From an optimization exercise on the open Yosys and OpenROAD flow, aimed at small area; shortcuts taken in it are not production practice. Only simulation tests tie the RTL to the original design; equivalence was not proved. No activity file was given, so power comes from the tool's default toggle rates.

==> build 67: inputs <==
// fifo_bridge_top
module fifo_bridge_top
#(
   parameter int rx_depth   = 16,    
   parameter int tx_credits = 8      
)
(
   input  logic                                  clock,
   input  logic                                  rst,
   input  logic                                  pio_valid,
   input  logic [fifo_bridge_pkg::addr_width-1:0] pio_address,
   input  logic [fifo_bridge_pkg::data_width-1:0] pio_data,
   input  logic                                  rx_valid,
   input  logic [fifo_bridge_pkg::data_width-1:0] rx_data,
   output logic                                  rx_credit,
   output logic                                  tx_valid,
   output logic [fifo_bridge_pkg::data_width-1:0] tx_data,
   input  logic                                  tx_credit,
   output logic                                  interrupt,
   output logic [3:0]                            led
);
==> module fifo_bridge_top, before the edit <==
module fifo_bridge_top
#(
   parameter int rx_depth   = 16,    
   parameter int tx_credits = 8      
)
(
   input  logic                                  clock,
   input  logic                                  rst,
   input  logic                                  pio_valid,
   input  logic [fifo_bridge_pkg::addr_width-1:0] pio_address,
   input  logic [fifo_bridge_pkg::data_width-1:0] pio_data,
   input  logic                                  rx_valid,
   input  logic [fifo_bridge_pkg::data_width-1:0] rx_data,
   output logic                                  rx_credit,
   output logic                                  tx_valid,
   output logic [fifo_bridge_pkg::data_width-1:0] tx_data,
   input  logic                                  tx_credit,
   output logic                                  interrupt,
   output logic [3:0]                            led
);
   localparam int dw = fifo_bridge_pkg::data_width;
   localparam int aw = $clog2(rx_depth);
   localparam int cw = $clog2(tx_credits + 1);
   logic        ctrl_write;
   logic        burst_write;
   logic        mode_loop;      
   logic        mode_burst;     
   logic        start;
   logic [31:0] seed;           
   logic [15:0] length;         
   logic        length_nz;      
   assign ctrl_write  = pio_valid && (pio_address == fifo_bridge_pkg::addr_ctrl);
   assign burst_write = pio_valid && (pio_address == fifo_bridge_pkg::addr_burst);
   always_ff @(posedge clock)
   begin
      if (rst)
      begin
         led        <= 4'h5;
         mode_loop  <= 1'b0;
         mode_burst <= 1'b0;
         start      <= 1'b0;
         length_nz  <= 1'b0;
      end
      else
      begin
         start <= ctrl_write && pio_data[8];
         if (ctrl_write)
         begin
            led        <= pio_data[3:0];
            mode_loop  <= (pio_data[5:4] == 2'd1);
            mode_burst <= (pio_data[5:4] == 2'd2);
         end
         if (burst_write)
            length_nz <= (pio_data[47:32] != 16'd0);
      end
   end
   always_ff @(posedge clock)
   begin
      if (burst_write)
      begin
         seed   <= pio_data[31:0];
         length <= pio_data[47:32];
      end
   end
   logic [rx_depth-1:0][dw-1:0] mem;
   logic [aw:0]   wr_ptr;
   logic [aw:0]   rd_ptr;
   logic          fifo_empty;
   logic          fifo_read;
   assign fifo_empty = (wr_ptr == rd_ptr);
   for (genvar k = 0; k < rx_depth; k++)
   begin : g_mem
      always_ff @(posedge clock)
      begin
         if (rx_valid && (wr_ptr[aw-1:0] == aw'(k)))
            mem[k] <= rx_data;
      end
   end
   always_ff @(posedge clock)
   begin
      if (rst)
      begin
         wr_ptr <= '0;
         rd_ptr <= '0;
      end
      else
      begin
         if (rx_valid)
            wr_ptr <= wr_ptr + 1'b1;
         if (fifo_read)
            rd_ptr <= rd_ptr + 1'b1;
      end
   end
   localparam logic [1:0] st_idle  = 2'd0;
   localparam logic [1:0] st_loop  = 2'd1;
   localparam logic [1:0] st_burst = 2'd2;
   localparam logic [1:0] st_done  = 2'd3;
   logic [1:0]    state;
   logic [1:0]    state_next;
   logic [cw-1:0] credits;
   logic          credit_ok;
   logic          step;
   logic          send;
   logic          load;
   logic [31:0]   value;        
   logic          first;        
   logic [15:0]   remaining;    
   assign credit_ok = (credits != '0) || tx_credit;
   assign fifo_read = (state == st_loop) && credit_ok && !fifo_empty;
   assign step      = (state == st_burst) && credit_ok;
   assign send      = fifo_read || step;
   assign load      = (state == st_idle) && start && mode_burst && length_nz;
   always_comb
   begin
      state_next = state;
      case (state)
         st_idle:
            if (mode_loop)
               state_next = st_loop;
            else if (load)
               state_next = st_burst;
         st_loop:
            if (!mode_loop)
               state_next = st_idle;
         st_burst:
            if (step && (remaining == 16'd1))
               state_next = st_done;
         default:
            state_next = st_idle;
      endcase
   end
   always_ff @(posedge clock)
   begin
      if (rst)
      begin
         state     <= st_idle;
         credits   <= cw'(tx_credits);
         tx_valid  <= 1'b0;
         interrupt <= 1'b0;
      end
      else
      begin
         state     <= state_next;
         tx_valid  <= send;
         interrupt <= (state == st_done);
         case ({tx_credit, send})
            2'b10:   credits <= credits + 1'b1;
            2'b01:   credits <= credits - 1'b1;
            default: credits <= credits;
         endcase
      end
   end
   always_ff @(posedge clock)
   begin
      if (load)
      begin
         value     <= seed;
         first     <= 1'b1;
         remaining <= length;
      end
      else if (step)
      begin
         if (!first)
            value <= value + 32'd1;
         first     <= 1'b0;
         remaining <= remaining - 16'd1;
      end
   end
   logic [rx_depth-1:0] sel;
   always_comb
   begin
      for (int k = 0; k < rx_depth; k++)
         sel[k] = !state[1] && (rd_ptr[aw-1:0] == aw'(k + 1));
   end
   tx_select #(
      .n  (rx_depth),
      .dw (dw)
   ) tx_select_inst
   (
      .sel   (sel),
      .mem   (mem),
      .bsel  (state[1]),
      .value (value),
      .out   (tx_data)
   );
   assign rx_credit = tx_valid && !state[1];
endmodule
Settings: LEC_CHECK=0, CAP_MARGIN=20, CORE_MARGIN=2, CORE_UTILIZATION=40, PLACE_DENSITY=0.6, SLEW_MARGIN=20, SYNTH_HIERARCHICAL=1; clock period 5.0 ns.
standard.sh (not shown) runs the stock make flow with config.mk's settings and CLKGATE_MAP_FILE= SYNTH_SCRIPT=/design/flow/synth_recipe.tcl, a recipe that flattens the netlist after the stock synthesis.
==> flow/flow/run.sh <==
#!/bin/bash
# standard layout with small port buffers and a clock tree of small buffers
# without dummy loads; make's full output goes to make.log here.
set -euo pipefail
bash standard.sh \
   'BUFFER_PORTS_ARGS=-buffer_cell sky130_fd_sc_hd__buf_1' \
   'CTS_ARGS=-sink_clustering_enable -repair_clock_nets -buf_list {sky130_fd_sc_hd__clkbuf_4 sky130_fd_sc_hd__clkbuf_8} -dont_use_dummy_load' \
   finish > make.log 2>&1
==> inputs of trial 14, as changes to build 67 <==
--- a/flow/design.v
+++ b/flow/design.v
@@ -182,4 +182,8 @@
       end
    end
+   logic inc;    
+   logic dec;    
+   assign inc = step && !first;
+   assign dec = step;
    always_ff @(posedge clock)
    begin
@@ -190,10 +194,9 @@
          remaining <= length;
       end
-      else if (step)
+      else
       begin
-         if (!first)
-            value <= value + 32'd1;
-         first     <= 1'b0;
-         remaining <= remaining - 16'd1;
+         value     <= value + {31'd0, inc};
+         first     <= first && !step;
+         remaining <= remaining - {15'd0, dec};
       end
    end
==> flow/flow/run.sh (replaced) <==
#!/bin/bash
# standard layout with small port buffers and a clock tree of larger sink
# clusters without dummy loads; make's full output goes to make.log here.
set -euo pipefail
bash standard.sh \
   'BUFFER_PORTS_ARGS=-buffer_cell sky130_fd_sc_hd__buf_1' \
   'CTS_ARGS=-sink_clustering_enable -repair_clock_nets -buf_list {sky130_fd_sc_hd__clkbuf_8} -sink_clustering_size 16 -sink_clustering_max_diameter 60 -dont_use_dummy_load' \
   finish > make.log 2>&1
CORE_UTILIZATION = 75   (was 40)
PLACE_DENSITY = 0.85   (was 0.6)
==> inputs of build 8, as changes to build 67 <==
--- a/flow/design.v
+++ b/flow/design.v
@@ -182,4 +182,8 @@
       end
    end
+   logic inc;    
+   logic dec;    
+   assign inc = step && !first;
+   assign dec = step;
    always_ff @(posedge clock)
    begin
@@ -190,10 +194,9 @@
          remaining <= length;
       end
-      else if (step)
+      else
       begin
-         if (!first)
-            value <= value + 32'd1;
-         first     <= 1'b0;
-         remaining <= remaining - 16'd1;
+         value     <= value + {31'd0, inc};
+         first     <= first && !step;
+         remaining <= remaining - {15'd0, dec};
       end
    end
==> flow/flow/run.sh (replaced) <==
#!/bin/bash
# standard layout with small port buffers and a clock tree of larger sink
# clusters without dummy loads; make's full output goes to make.log here.
set -euo pipefail
bash standard.sh \
   'BUFFER_PORTS_ARGS=-buffer_cell sky130_fd_sc_hd__buf_1' \
   'CTS_ARGS=-sink_clustering_enable -repair_clock_nets -buf_list {sky130_fd_sc_hd__clkbuf_8} -sink_clustering_size 16 -sink_clustering_max_diameter 60 -dont_use_dummy_load' \
   finish > make.log 2>&1
CORE_UTILIZATION = 60   (was 40)
PLACE_DENSITY = 0.75   (was 0.6)
==> run notes <==
Result of the run: trial 14 complete, no violations; build 67 complete, no violations; build 8 complete, no violations
Arrival time at the worst endpoint: trial 14 3560 ps; build 67 3770 ps; build 8 3500 ps
P_comb: trial 14 0.256 mW; build 67 0.266 mW; build 8 0.254 mW
Level count of the clock H-tree: trial 14 3; build 67 4; build 8 3
Number of antenna repair diodes: trial 14 4; build 67 7; build 8 4
Setup Skew: trial 14 77.4 ps; build 67 57.0 ps; build 8 96.9 ps
Area enclosed by the die boundary: trial 14 56,100 µm²; build 67 105,000 µm²; build 8 69,800 µm²
First-pass detailed-route iteration total: trial 14 10; build 67 6; build 8 11
Switching fraction of total power: trial 14 19.4%; build 67 19.6%; build 8 19.3%
Floorplan die width: trial 14 237 µm; build 67 324 µm; build 8 264 µm
Post-synthesis instance total: trial 14 2,093; build 67 2,100; build 8 2,093
Height of the die: trial 14 237 µm; build 67 324 µm; build 8 264 µm
Total placed cells including tap cells: trial 14 3,029; build 67 3,713; build 8 3,207
Number of enable-type register cells in the synthesized netlist: trial 14 1,072; build 67 1,120; build 8 1,072
Post-Route M1 WL: trial 14 32,700 µm; build 67 44,800 µm; build 8 35,600 µm
Count of different cell masters after synthesis: trial 14 52; build 67 43; build 8 52
Well Taps: trial 14 696; build 67 1,368; build 8 873
Clock group share of total power: trial 14 27.6%; build 67 36.3%; build 8 27.5%
Worst hold-check path type: trial 14 in -> reg; build 67 in -> reg; build 8 reg -> reg
Post-route cell area: trial 14 43,900 µm²; build 67 46,700 µm²; build 8 44,200 µm²
Worst flop-to-flop path startpoint: trial 14 credits[0]; build 67 state[1]; build 8 credits[0]
Multi-input logic portion of the cell area: trial 14 15.6%; build 67 14.7%; build 8 15.6%
Share of the clock period used by the worst path after layout: trial 14 91.2%; build 67 95.5%; build 8 90.0%
Syn-to-layout area delta: trial 14 8.14%; build 67 13.6%; build 8 8.76%
Final WL: trial 14 99,700 µm; build 67 112,000 µm; build 8 98,200 µm

==> separate check: timing with driven ports <==
The flow's constraints put no driver on any port. The routed layouts listed below were extracted and timed again, unchanged, in two steps.
Step 1, drivers: a clkbuf_16 drives clock and a buf_2 each remaining input, both assumed.
Step 2 times the ports against the registers' clock, not the clock port: input delays grow and output delays shrink by t, the midpoint of the rising clock arrivals with the driver on.
Slacks: no drivers / after step 1 / after step 2; pairs: no drivers / after step 1.
| run | t (ns) | setup slack, ns | worst hold slack (ns) | worst register clock-pin slew, ns | worst data-port slew with drivers (ns) |
|---|---|---|---|---|---|
| build 67 | 0.860 | 0.227 / 0.165 / 1.025 | 0.367 / 0.344 / 0.487 | 0.06 / 0.06 | 0.15 |
| trial 14 | 0.735 | 0.441 / 0.382 / 0.974 | 0.449 / 0.417 / 0.467 | 0.10 / 0.10 | 0.12 |
| build 8 | 0.748 | 0.499 / 0.433 / 1.006 | 0.450 / 0.447 / 0.450 | 0.10 / 0.10 | 0.12 |
After both steps setup and hold are still met in every run listed.
